Context: an optimization exercise on an open-source flow, tuned for small area, a short achievable clock period and few clock cycles per item. The choices shown serve that exercise and are no tape-out recipe. At most, simulation tests tie the RTL to the original design; equivalence was not proved.

P:
==> module box_distance_bounds_top, before the edit <==
module box_distance_bounds_top #(
    parameter int COORD_BITS = 24
) (
    input  logic                               clk,
    input  logic                               rst_n,
    input  logic                               in_valid,
    output logic                               in_stall,
    input  logic signed [COORD_BITS-1:0]       a_low,
    input  logic signed [COORD_BITS-1:0]       a_high,
    input  logic signed [COORD_BITS-1:0]       b_low,
    input  logic signed [COORD_BITS-1:0]       b_high,
    input  logic                               last,
    output logic                               out_valid,
    input  logic                               out_stall,
    output logic [bdb_pkg::SUM_W-1:0]          min_sq_dist,
    output logic [bdb_pkg::SUM_W-1:0]          max_sq_dist,
    output logic [bdb_pkg::ROOT_W-1:0]         min_dist,
    output logic [bdb_pkg::ROOT_W-1:0]         max_dist
);
    localparam int SQ_K4    = 2;
    localparam int NB_W     = 4 * SQ_K4;
    localparam int SQ_TOP_W = 6;
    localparam int V_W      = SUM_W - SQ_TOP_W;
    localparam int SQ_CYC   = V_W / NB_W;
    localparam int CNT_W  = $clog2(SQ_CYC + 1);
    logic                  a_valid;
    logic                  a_last;
    logic [COORD_BITS-1:0] gap_w;
    logic [COORD_BITS-1:0] span_w;
    logic                  span_c_w;
    logic [COORD_BITS-1:0] gap_reg;
    logic [COORD_BITS-1:0] span_reg;
    logic                  span_c_reg;
    logic             first;
    logic             busy;
    logic             out_valid_reg;
    logic             accept;
    logic             consume;
    logic [CNT_W-1:0] cnt;
    logic [SUM_W-1:0] min_sum;
    logic [SUM_W-1:0] max_sum;
    logic [SUM_W:0]   min_add;
    logic [SUM_W:0]   max_add;
    logic [ROOT_W-1:0] min_root;
    logic [ROOT_W-1:0] max_root;
    logic [ROOT_W:0]   min_rem;
    logic [ROOT_W:0]   max_rem;
    logic [ROOT_W+1:0] min_p;
    logic [ROOT_W+1:0] max_p;
    logic [ROOT_W+1:0] min_p_nx;
    logic [ROOT_W+1:0] max_p_nx;
    logic [ROOT_W-1:0] min_root_nx;
    logic [ROOT_W-1:0] max_root_nx;
    logic [ROOT_W:0]   min_rem_nx;
    logic [ROOT_W:0]   max_rem_nx;
    logic [SUM_W-1:0]  min_sat;
    logic [SUM_W-1:0]  max_sat;
    logic [11:0]       min_top;
    logic [11:0]       max_top;
    logic [NB_W-1:0]   min_nb_reg;
    logic [NB_W-1:0]   max_nb_reg;
    logic [NB_W-1:0]   min_nb;
    logic [NB_W-1:0]   max_nb;
    bdb_front #(
        .COORD_BITS (COORD_BITS)
    ) u_front (
        .a_low  (a_low),
        .a_high (a_high),
        .b_low  (b_low),
        .b_high (b_high),
        .gap    (gap_w),
        .span_m (span_w),
        .span_c (span_c_w)
    );
    assign in_stall = a_valid && (busy || out_valid_reg);
    assign accept   = in_valid && !in_stall;
    assign consume  = a_valid && !busy && !(out_valid_reg && out_stall);
    always_ff @(posedge clk or negedge rst_n)
    begin
        if (!rst_n)
        begin
            a_valid       <= 1'b0;
            first         <= 1'b1;
            busy          <= 1'b0;
            out_valid_reg <= 1'b0;
            cnt           <= '0;
        end
        else
        begin
            if (accept)
            begin
                a_valid <= 1'b1;
            end
            else if (consume)
            begin
                a_valid <= 1'b0;
            end
            if (consume)
            begin
                first <= a_last;
            end
            if (consume && a_last)
            begin
                busy <= 1'b1;
                cnt  <= '0;
            end
            else if (busy)
            begin
                cnt <= cnt + 1'b1;
                if (cnt == CNT_W'(SQ_CYC - 1))
                begin
                    busy          <= 1'b0;
                    out_valid_reg <= 1'b1;
                end
            end
            if (out_valid_reg && !out_stall)
            begin
                out_valid_reg <= 1'b0;
            end
        end
    end
    always_ff @(posedge clk)
    begin
        if (accept)
        begin
            a_last   <= last;
            gap_reg  <= gap_w;
            span_reg   <= span_w;
            span_c_reg <= span_c_w;
        end
    end
    bdb_sqacc u_min_sq (
        .x   (gap_reg),
        .acc (first ? {SUM_W{1'b0}} : min_sum),
        .sum (min_add)
    );
    bdb_sqacc_c u_max_sq (
        .x   (span_reg),
        .c   (span_c_reg),
        .acc (first ? {SUM_W{1'b0}} : max_sum),
        .sum (max_add)
    );
    always_ff @(posedge clk)
    begin
        if (consume)
        begin
            min_sum <= min_sat;
            max_sum <= max_sat;
        end
    end
    assign min_sat = min_add[SUM_W-1:0] | {SUM_W{min_add[SUM_W]}};
    assign max_sat = max_add[SUM_W-1:0] | {SUM_W{max_add[SUM_W]}};
    assign min_nb  = min_nb_reg;
    assign max_nb  = max_nb_reg;
    function automatic logic [11:0] top_root(input logic [5:0] v);
        logic [11:0] t;
        t = '0;
        for (int r = 0; r < 8; r++)
        begin
            for (int e = 0; e <= 2 * r; e++)
            begin
                if (r * r + e < 64 && v == 6'(r * r + e))
                begin
                    t = {3'(r), 4'(e), 5'(3 * r + 1)};
                end
            end
        end
        top_root = t;
    endfunction
    assign min_top = top_root(min_sat[SUM_W-1 -: SQ_TOP_W]);
    assign max_top = top_root(max_sat[SUM_W-1 -: SQ_TOP_W]);
    always_ff @(posedge clk)
    begin
        if (consume && a_last)
        begin
            min_nb_reg <= min_sat[V_W-1 -: NB_W];
            max_nb_reg <= max_sat[V_W-1 -: NB_W];
        end
        else if (busy)
        begin
            min_nb_reg <= '0;
            max_nb_reg <= '0;
            for (int c = 0; c < SQ_CYC - 1; c++)
            begin
                if (cnt == CNT_W'(c))
                begin
                    min_nb_reg <= min_sum[V_W - NB_W*(c + 1) - 1 -: NB_W];
                    max_nb_reg <= max_sum[V_W - NB_W*(c + 1) - 1 -: NB_W];
                end
            end
        end
    end
    bdb_sqrt #(
        .K4 (SQ_K4)
    ) u_min_root (
        .root_in  (min_root),
        .p_in     (min_p),
        .rem_in   (min_rem),
        .nibbles  (min_nb),
        .root_out (min_root_nx),
        .p_out    (min_p_nx),
        .rem_out  (min_rem_nx)
    );
    bdb_sqrt #(
        .K4 (SQ_K4)
    ) u_max_root (
        .root_in  (max_root),
        .p_in     (max_p),
        .rem_in   (max_rem),
        .nibbles  (max_nb),
        .root_out (max_root_nx),
        .p_out    (max_p_nx),
        .rem_out  (max_rem_nx)
    );
    always_ff @(posedge clk)
    begin
        if (consume && a_last)
        begin
            min_root <= ROOT_W'(min_top[11:9]);
            max_root <= ROOT_W'(max_top[11:9]);
            min_rem  <= (ROOT_W + 1)'(min_top[8:5]);
            max_rem  <= (ROOT_W + 1)'(max_top[8:5]);
            min_p    <= (ROOT_W + 2)'(min_top[4:0]);
            max_p    <= (ROOT_W + 2)'(max_top[4:0]);
        end
        else if (busy)
        begin
            min_root <= min_root_nx;
            max_root <= max_root_nx;
            min_rem  <= min_rem_nx;
            max_rem  <= max_rem_nx;
            min_p    <= min_p_nx;
            max_p    <= max_p_nx;
        end
    end
    assign out_valid   = out_valid_reg;
    assign min_sq_dist = min_sum;
    assign max_sq_dist = max_sum;
    assign min_dist    = min_root;
    assign max_dist    = max_root;
endmodule
make LEC_CHECK=0 CAP_MARGIN=20 CORE_MARGIN=2 CORE_UTILIZATION=40 SETUP_SLACK_MARGIN=1.5 SLEW_MARGIN=20 finish   # period 9.0 ns
run.sh (not shown) runs the stock make flow with config.mk's settings and CLKGATE_MAP_FILE= SYNTH_SCRIPT=/design/flow/synth_recipe.tcl, a recipe that flattens the netlist after the stock synthesis.
#### Input delta (Q over P)
--- a/flow/design.v
+++ b/flow/design.v
@@ -2565,17 +2565,18 @@
     localparam int NB_W     = 4 * SQ_K4;
     localparam int SQ_TOP_W = 6;
     localparam int V_W      = SUM_W - SQ_TOP_W;
     localparam int SQ_CYC   = V_W / NB_W;
-    localparam int CNT_W  = $clog2(SQ_CYC + 1);
+    localparam int CNT_W  = 3;
     logic                  a_valid;
     logic                  a_last;
     logic [COORD_BITS-1:0] gap_w;
     logic [COORD_BITS-1:0] span_w;
     logic                  span_c_w;
     logic [COORD_BITS-1:0] gap_reg;
     logic [COORD_BITS-1:0] span_reg;
     logic                  span_c_reg;
+    logic [COORD_BITS-1:0] span_full;
     logic             first;
     logic             busy;
     logic             out_valid_reg;
     logic             accept;
@@ -2642,9 +2643,9 @@
             if (consume)
             begin
                 first <= a_last;
             end
-            if (consume && a_last)
+            if (consume && a_last && !first)
             begin
                 busy <= 1'b1;
                 cnt  <= '0;
             end
@@ -2660,8 +2661,12 @@
             if (out_valid_reg && !out_stall)
             begin
                 out_valid_reg <= 1'b0;
             end
+            if (consume && a_last && first)
+            begin
+                out_valid_reg <= 1'b1;
+            end
         end
     end
     always_ff @(posedge clk)
     begin
@@ -2672,8 +2677,9 @@
             span_reg   <= span_w;
             span_c_reg <= span_c_w;
         end
     end
+    assign span_full = span_reg + COORD_BITS'(span_c_reg);
     bdb_sqacc u_min_sq (
         .x   (gap_reg),
         .acc (first ? {SUM_W{1'b0}} : min_sum),
         .sum (min_add)
@@ -2719,9 +2725,9 @@
         begin
             min_nb_reg <= min_sat[V_W-1 -: NB_W];
             max_nb_reg <= max_sat[V_W-1 -: NB_W];
         end
-        else if (busy)
+        else
         begin
             min_nb_reg <= '0;
             max_nb_reg <= '0;
             for (int c = 0; c < SQ_CYC - 1; c++)
@@ -2759,23 +2765,32 @@
     always_ff @(posedge clk)
     begin
         if (consume && a_last)
         begin
-            min_root <= ROOT_W'(min_top[11:9]);
-            max_root <= ROOT_W'(max_top[11:9]);
-            min_rem  <= (ROOT_W + 1)'(min_top[8:5]);
-            max_rem  <= (ROOT_W + 1)'(max_top[8:5]);
-            min_p    <= (ROOT_W + 2)'(min_top[4:0]);
-            max_p    <= (ROOT_W + 2)'(max_top[4:0]);
+            min_root <= first ? ROOT_W'(gap_reg) : ROOT_W'(min_top[11:9]);
+            max_root <= first ? ROOT_W'(span_full) : ROOT_W'(max_top[11:9]);
         end
         else if (busy)
         begin
             min_root <= min_root_nx;
             max_root <= max_root_nx;
-            min_rem  <= min_rem_nx;
-            max_rem  <= max_rem_nx;
-            min_p    <= min_p_nx;
-            max_p    <= max_p_nx;
+        end
+    end
+    always_ff @(posedge clk)
+    begin
+        if (consume && a_last)
+        begin
+            min_rem <= (ROOT_W + 1)'(min_top[8:5]);
+            max_rem <= (ROOT_W + 1)'(max_top[8:5]);
+            min_p   <= (ROOT_W + 2)'(min_top[4:0]);
+            max_p   <= (ROOT_W + 2)'(max_top[4:0]);
+        end
+        else
+        begin
+            min_rem <= min_rem_nx;
+            max_rem <= max_rem_nx;
+            min_p   <= min_p_nx;
+            max_p   <= max_p_nx;
         end
     end
     assign out_valid   = out_valid_reg;
     assign min_sq_dist = min_sum;
[summary]
Number of enable-type register cells in the synthesized netlist for Q: 16 up relative to P. Q reports a lower fraction of layout cells with a size suffix above 1 than P does. Taking P over Q, the non-clock buffer count ratio works out to 1.12. P was routed with more vias than Q.
Testbench counts of Q, summed over its fixed seeds: cycles 7,240, items 800.
Function not checked in P: the RTL went through the layout flow alone.

[port drivers added, routing unchanged]
In the flow no input, the clock included, has a driving cell. The finished layouts below were timed again as built, in two steps. Step 1: set_driving_cell puts a clkbuf_16 on clk and a buf_2 on each other input, an assumption about the parent block. Step 2 times the ports against the registers' clock, not the clock port: input delays grow and output delays shrink by t, the midpoint of the rising clock arrivals with the driver on. Three values: ideal ports, drivers, drivers and shift; two values: the first two.
run | shift t [ns] | setup slack, ns | latest minus earliest clock arrival (ns) | worst slew at a driven data input, ns
P | 0.748 | 1.670 / 1.670 / 1.084 | 0.049 / 0.049 | 0.18
Q | 0.732 | 1.635 / 1.635 / 1.090 | 0.054 / 0.055 | 0.11
After both steps setup and hold are still met in every run listed. The setup slack of P, which loses most, moves by 0.000 ns with the drivers and by -0.586 ns with both steps.
